Source: an optimization exercise on an open RTL-to-GDS flow (aim: small area and a short achievable clock period). Production flows keep margins and buffers that such runs may drop.
Function was not checked in any run shown here: the RTL went through the layout flow alone.
Power figures rest on the tool's default switching activity, not on a simulated workload.

==> flow/design.v, too long to show whole: its modules and the start of the top module <==
// module csa_fa: 10 lines
// module csa_ha: 9 lines
// module csa_fx: 12 lines
// module csa_x2: 7 lines
// module csa_hn: 9 lines
// module csa_xn: 7 lines
// module filter_tap_loader: 39 lines
// module horizontal_filter: 790 lines
// module row_result_store: 38 lines
// module vertical_filter: 390 lines
// module conv_top: 60 lines
module conv_top (
	input  logic    clk,
	input  logic    rst_n,
	input  logic    filter_valid,
	input  logic    image_valid,
	input  conv_pkg::sample_t in_data,
	output logic    out_valid,
	output conv_pkg::result_t out_data
);
  // ...
==> flow/run.sh <==
#!/bin/bash
# synth_recipe.tcl (not shown) runs the flow's synth.tcl, then flattens the netlist and writes it again
# the make line also repeats each setting of config.mk as NAME=value (left out here)
make -C /OpenROAD-flow-scripts/flow DESIGN_CONFIG=/design/flow/config.mk WORK_HOME=/design/flow/orfs CLKGATE_MAP_FILE= SYNTH_SCRIPT=/design/flow/synth_recipe.tcl finish
==> flow/config.mk <==
export PLATFORM = sky130hd
export DESIGN_NAME = conv_top
export DESIGN_NICKNAME = conv_top
export VERILOG_FILES = /design/flow/design.v
export SDC_FILE = /design/flow/constraint.sdc
export NUM_CORES = 4
export LEC_CHECK = 0
export ABC_CLOCK_PERIOD_IN_PS = 2050
export CAP_MARGIN = 20
export CORE_MARGIN = 2
export CORE_UTILIZATION = 40
export CTS_BUF_LIST = sky130_fd_sc_hd__clkbuf_16
export CTS_CLUSTER_DIAMETER = 150
export CTS_CLUSTER_SIZE = 25
export SETUP_SLACK_MARGIN = 2.45
export SLEW_MARGIN = 20
export SYNTH_HIERARCHICAL = 1
==> flow/constraint.sdc <==
create_clock -name core_clock -period 4.5 [get_ports {clk}]
set_input_delay 0.9000 -clock core_clock [delete_from_list [all_inputs] [get_ports {clk}]]
set_output_delay 0.9000 -clock core_clock [all_outputs]
set_load 0.01 [all_outputs]
==> reports/results.ini, run 1 <==
[power]
switching_power_mw = 5.14
power.share.sequential_pct = 39.9
internal_power_mw = 8.80
design_power_total_mw = 13.9

[layout]
largest_registers = u_row_result_store.dl (128), u_horizontal_filter.rt_s0 (39), u_filter_tap_loader.sr (30)
num-clock-buffers = 19
max_flop_register = u_row_result_store.dl
plain_repair_buffers = 63
most-common-layout-cells = dfxtp_1, edfxtp_1, xor2_1
num_antenna_cells = 0
finalCoreUtilization_pct = 44.4
area_share_clock_buf_inv_pct = 3.12
area_delta_synth_final_pct = 9.84
inverters = 19

[critical_path]
critical_path.n_buffers_inverters = 1
reg2reg_slack_ns = 2.41
worst-path-stages = 6
cpLargestDelayFamily = adder cells

[sta]
fmax_ghz = 0.478
timing.final.setup_violations = 0
min_period_ns = 2.09
finalWorstSetupSlack_ns = 2.41
final.setup_skew_ns = 0.0224
finalMaxSlewViolations = 0
tightestPinTransition_ns = 0.879

[global_routing]
grt_usage_pct = 14.1
first_global_vias = 8562
wire_length_of_the_first_global_routing_pass_mm = 47.0
groute.layer.met1.usage_pct = 19.3

[placement]
detailed_place_hpwl_mm = 20.9
gp_routability_congestion = 0.797
area_of_placed_instances_mm2 = 0.0171

[drt]
drt_wl_total_mm = 29.5
met2WireLength_mm = 14.4

[clocking]
worstSkewPairLatency_ns = 0.52
cts_hold_buffers = 0
post-cts-setup-buffer-count = 37
tritoncts.num_buffers = 19

[floorplanning]
core-area_mm2 = 0.0407
dieArea_mm2 = 0.0428

[synthesis]
syn-instance-count = 1121

[worst_hold_path]
hold_path_depth = 0

[run_status]
status = complete, no violations

==> inputs of run 2 (changes only) <==
--- a/flow/config.mk
+++ b/flow/config.mk
@@ -12,6 +12,6 @@
 export CTS_BUF_LIST = sky130_fd_sc_hd__clkbuf_16
 export CTS_CLUSTER_DIAMETER = 150
 export CTS_CLUSTER_SIZE = 25
-export SETUP_SLACK_MARGIN = 2.45
+export SETUP_SLACK_MARGIN = 2.55
 export SLEW_MARGIN = 20
 export SYNTH_HIERARCHICAL = 1
==> reports/results.ini, run 2 <==
[global_routing]
grt_start_max_net_pins = 70
wire_length_of_the_first_global_routing_pass_mm = 47.0  ; about the same
globalRoute.totalOverflow = 0
grt_antenna_before_repair = 0
first_global_vias = 8627  ; +0.76%
grt_usage_pct = 14.2  ; +0.16 points

[layout]
largest_register_ff_count = 128
post_route_cells_drive_above_1_share_pct = 24.2
postLayoutCellArea_mm2 = 0.0188
area_delta_synth_final_pct = 14.3
layout.nets = 1318
num_antenna_cells = 0  ; unchanged
max_flop_register = u_row_result_store.dl
largest_registers = u_row_result_store.dl (128), u_horizontal_filter.rt_s0 (39), u_filter_tap_loader.sr (30)
fillers = 3602
most_frequent_standard_cell_in_the_layout_excluding_fill_and_tap_cells = edfxtp_1
most-common-layout-cells = edfxtp_1, dfxtp_1, xor2_1

[critical_path]
required_ns = 4.97
timing.critical_path.to_type = register
reg2reg_slack_ns = 2.52  ; +0.11 ns
critical-path-max-stage-delay_ns = 0.60
timing.critical_path.fanout_max = 5
worstPathArrival_ns = 2.45
cpLargestDelayFamily = adder cells
crit_path_top_delay_cell = fa_1
element_type_at_the_critical_path_start = register
critical_path.cell_chain = and2_4 > fa_2 > fa_1 > xor2_1
setup.worst_path.class = reg2reg
critical_path.n_buffers_inverters = 0  ; -1

[sta]
fmax_ghz = 0.504  ; +5.5%
grt_setup_unrepaired = yes
post-route-period-util_pct = 44.1
timing.final.setup_violations = 0  ; unchanged
timing.max_slew.rel_slack_pct = 44.6
final.setup_skew_ns = 0.0211  ; -0.00127 ns
finalMaxSlewViolations = 0  ; unchanged
min_period_ns = 1.98  ; -0.109 ns
totalNegativeSetupSlack_ns = 0
tightestPinTransition_ns = 0.831  ; -0.0476 ns
timing_hold_violations_final = 0

[clocking]
clk_pin_slew_ns = 0.09
clock_sinks = 378
tritoncts.num_buffers = 19  ; unchanged
cts-root-to-sink-buffers = 3
cts_hold_buffers = 0  ; unchanged
cts_htree_levels = 1
cts_tree = yes
worstSkewPairLatency_ns = 0.54  ; +0.02 ns
cts_root_buffer = clkbuf_16

[floorplanning]
die-width_um = 207
die_y_um = 207
core-area_mm2 = 0.0407  ; unchanged
io_pins = 25
start_util_pct = 40.5
dieArea_mm2 = 0.0428  ; unchanged
cell_row_count = 74

[power]
ir_worst_vdd_mv = 0.330
power.leakage_nw = 7.05
pwr_density_cell_mw_per_mm2 = 777

[drt]
drt_iter0_markers = 560
avgViaCountPerCell = 4.95
detailroute.via_count = 8428
drt_wl_total_mm = 30.1  ; +2.2%
ant_nets = 0
post-route-drc-count = 0
wl_per_cell_um = 17.7
initial_drt_pass_iterations = 5

[run_status]
status = complete, no violations

[placement]
detailed_place_hpwl_mm = 20.8  ; -0.33%
area_of_placed_instances_mm2 = 0.0171  ; about the same
port_buffer_cells = 24
gp_routability_congestion = 0.796  ; -0.10%

[synthesis]
post_synth.cell_area_avg_um2 = 14.7
warnings_from_yosys = 12
syn-instance-count = 1121  ; unchanged
postSynthNetCount = 1282
synth_area_mm2 = 0.0165

[job]
total_of_max_cap_violations = 0

[worst_hold_path]
worstHoldPathType = reg2reg

[run 2: final timing paths]
check,end,cells past startpoint,startpoint
worst max-delay path,u_vertical_filter.ct_s0[23],4,u_row_result_store.dl[94]
worst min-delay path,u_horizontal_filter.rt_s2[27],0,u_horizontal_filter.rt_s1[28]
worst max register to register,u_vertical_filter.ct_s0[23],4,u_row_result_store.dl[94]
worst min register to register,u_horizontal_filter.rt_s2[27],0,u_horizontal_filter.rt_s1[28]
max in group asynchronous,u_row_result_store.pix_pos[0],1,rst_n
min in group asynchronous,u_row_result_store.pix_pos[5],1,rst_n
[run 2: area by class of cell]
| class | instances | area, µm² | area share, % |
|---|---|---|---|
| Multi-Input combinational cell | 661 | 7450 | 39.6 |
| Sequential cell | 378 | 9430 | 50.1 |
| Tap cell | 532 | 666 | 3.53 |
| Clock inverter | 15 | 101 | 0.538 |
| Inverter | 19 | 71.3 | 0.378 |
| Clock buffer | 19 | 475 | 2.52 |
| Timing Repair Buffer | 78 | 643 | 3.41 |
[run 2: worst register-to-register path, stage by stage (launching register included)]
cell      delay (ns)
edfxtp_1        0.50
and2_4          0.22
fa_2            0.40
fa_1            0.60
xor2_1          0.19
[run 2: report_power, final]
| part | internal (mW) | switching, mW |
|---|---|---|
| registers | 4.78 | 0.860 |
| clock network | 0.822 | 1.08 |
| logic | 3.56 | 3.53 |
[run 2: per-layer routing]
layer	GRT usage (%)	vias up	wire (µm)
met3	2.06	52	1080
met4	4.38	0	775
met5	0	-	0
met2	23.7	158	14700
li1	-	3891	-
met1	19.4	4327	13600
[run 2: repair_timing]
item / in CTS / in global routing
endpoints found under the setup margin: 89 / 69
resized for setup: 120 / 127
buffers inserted: 35 / 17
pin swaps: 19 / 44
gates cloned: 0 / 0
[run 2: through the flow]
step	hold WS [ns]	total power [mW]	util (%)	std cells	worst slack, ns
after global routing	0.352	15.8	46.3	1702	2.46
after CTS	0.351	14.2	44.3	1685	2.45
after detailed placement	0.329	12.2	41.9	1616	2.14
after global placement	0.324	12.0	41.9	1616	2.18
after floorplan	0.310	10.5	-	1121	2.53
final	0.342	14.6	46.3	1702	2.52

port drivers added, routing unchanged:
The results above use ideal ports. As a check the final layouts listed here were re-extracted and re-timed, cells and wires unchanged.
Step 1: set_driving_cell puts a clkbuf_16 on clk and a buf_2 on each other input, an assumption about the parent block.
Step 2 moves the port delays by t, midway between the first and last clock arrival at a register: inputs arrive t later, outputs are due t later. That takes back most of the time a late clock gives input paths.
Three values: ideal, step 1, step 2; two values: the first two.
| run | t, ns | setup slack, ns | cell pins on the clock port's net |
|---|---|---|---|
| run 1 | 0.561 | 2.407 / 2.407 / 2.183 | 1 |
| run 2 | 0.583 | 2.515 / 2.515 / 2.163 | 1 |
After both steps every run listed still meets setup and hold. The setup slack of run 2, which loses most, moves by 0.000 ns with the drivers and by -0.352 ns with both steps.
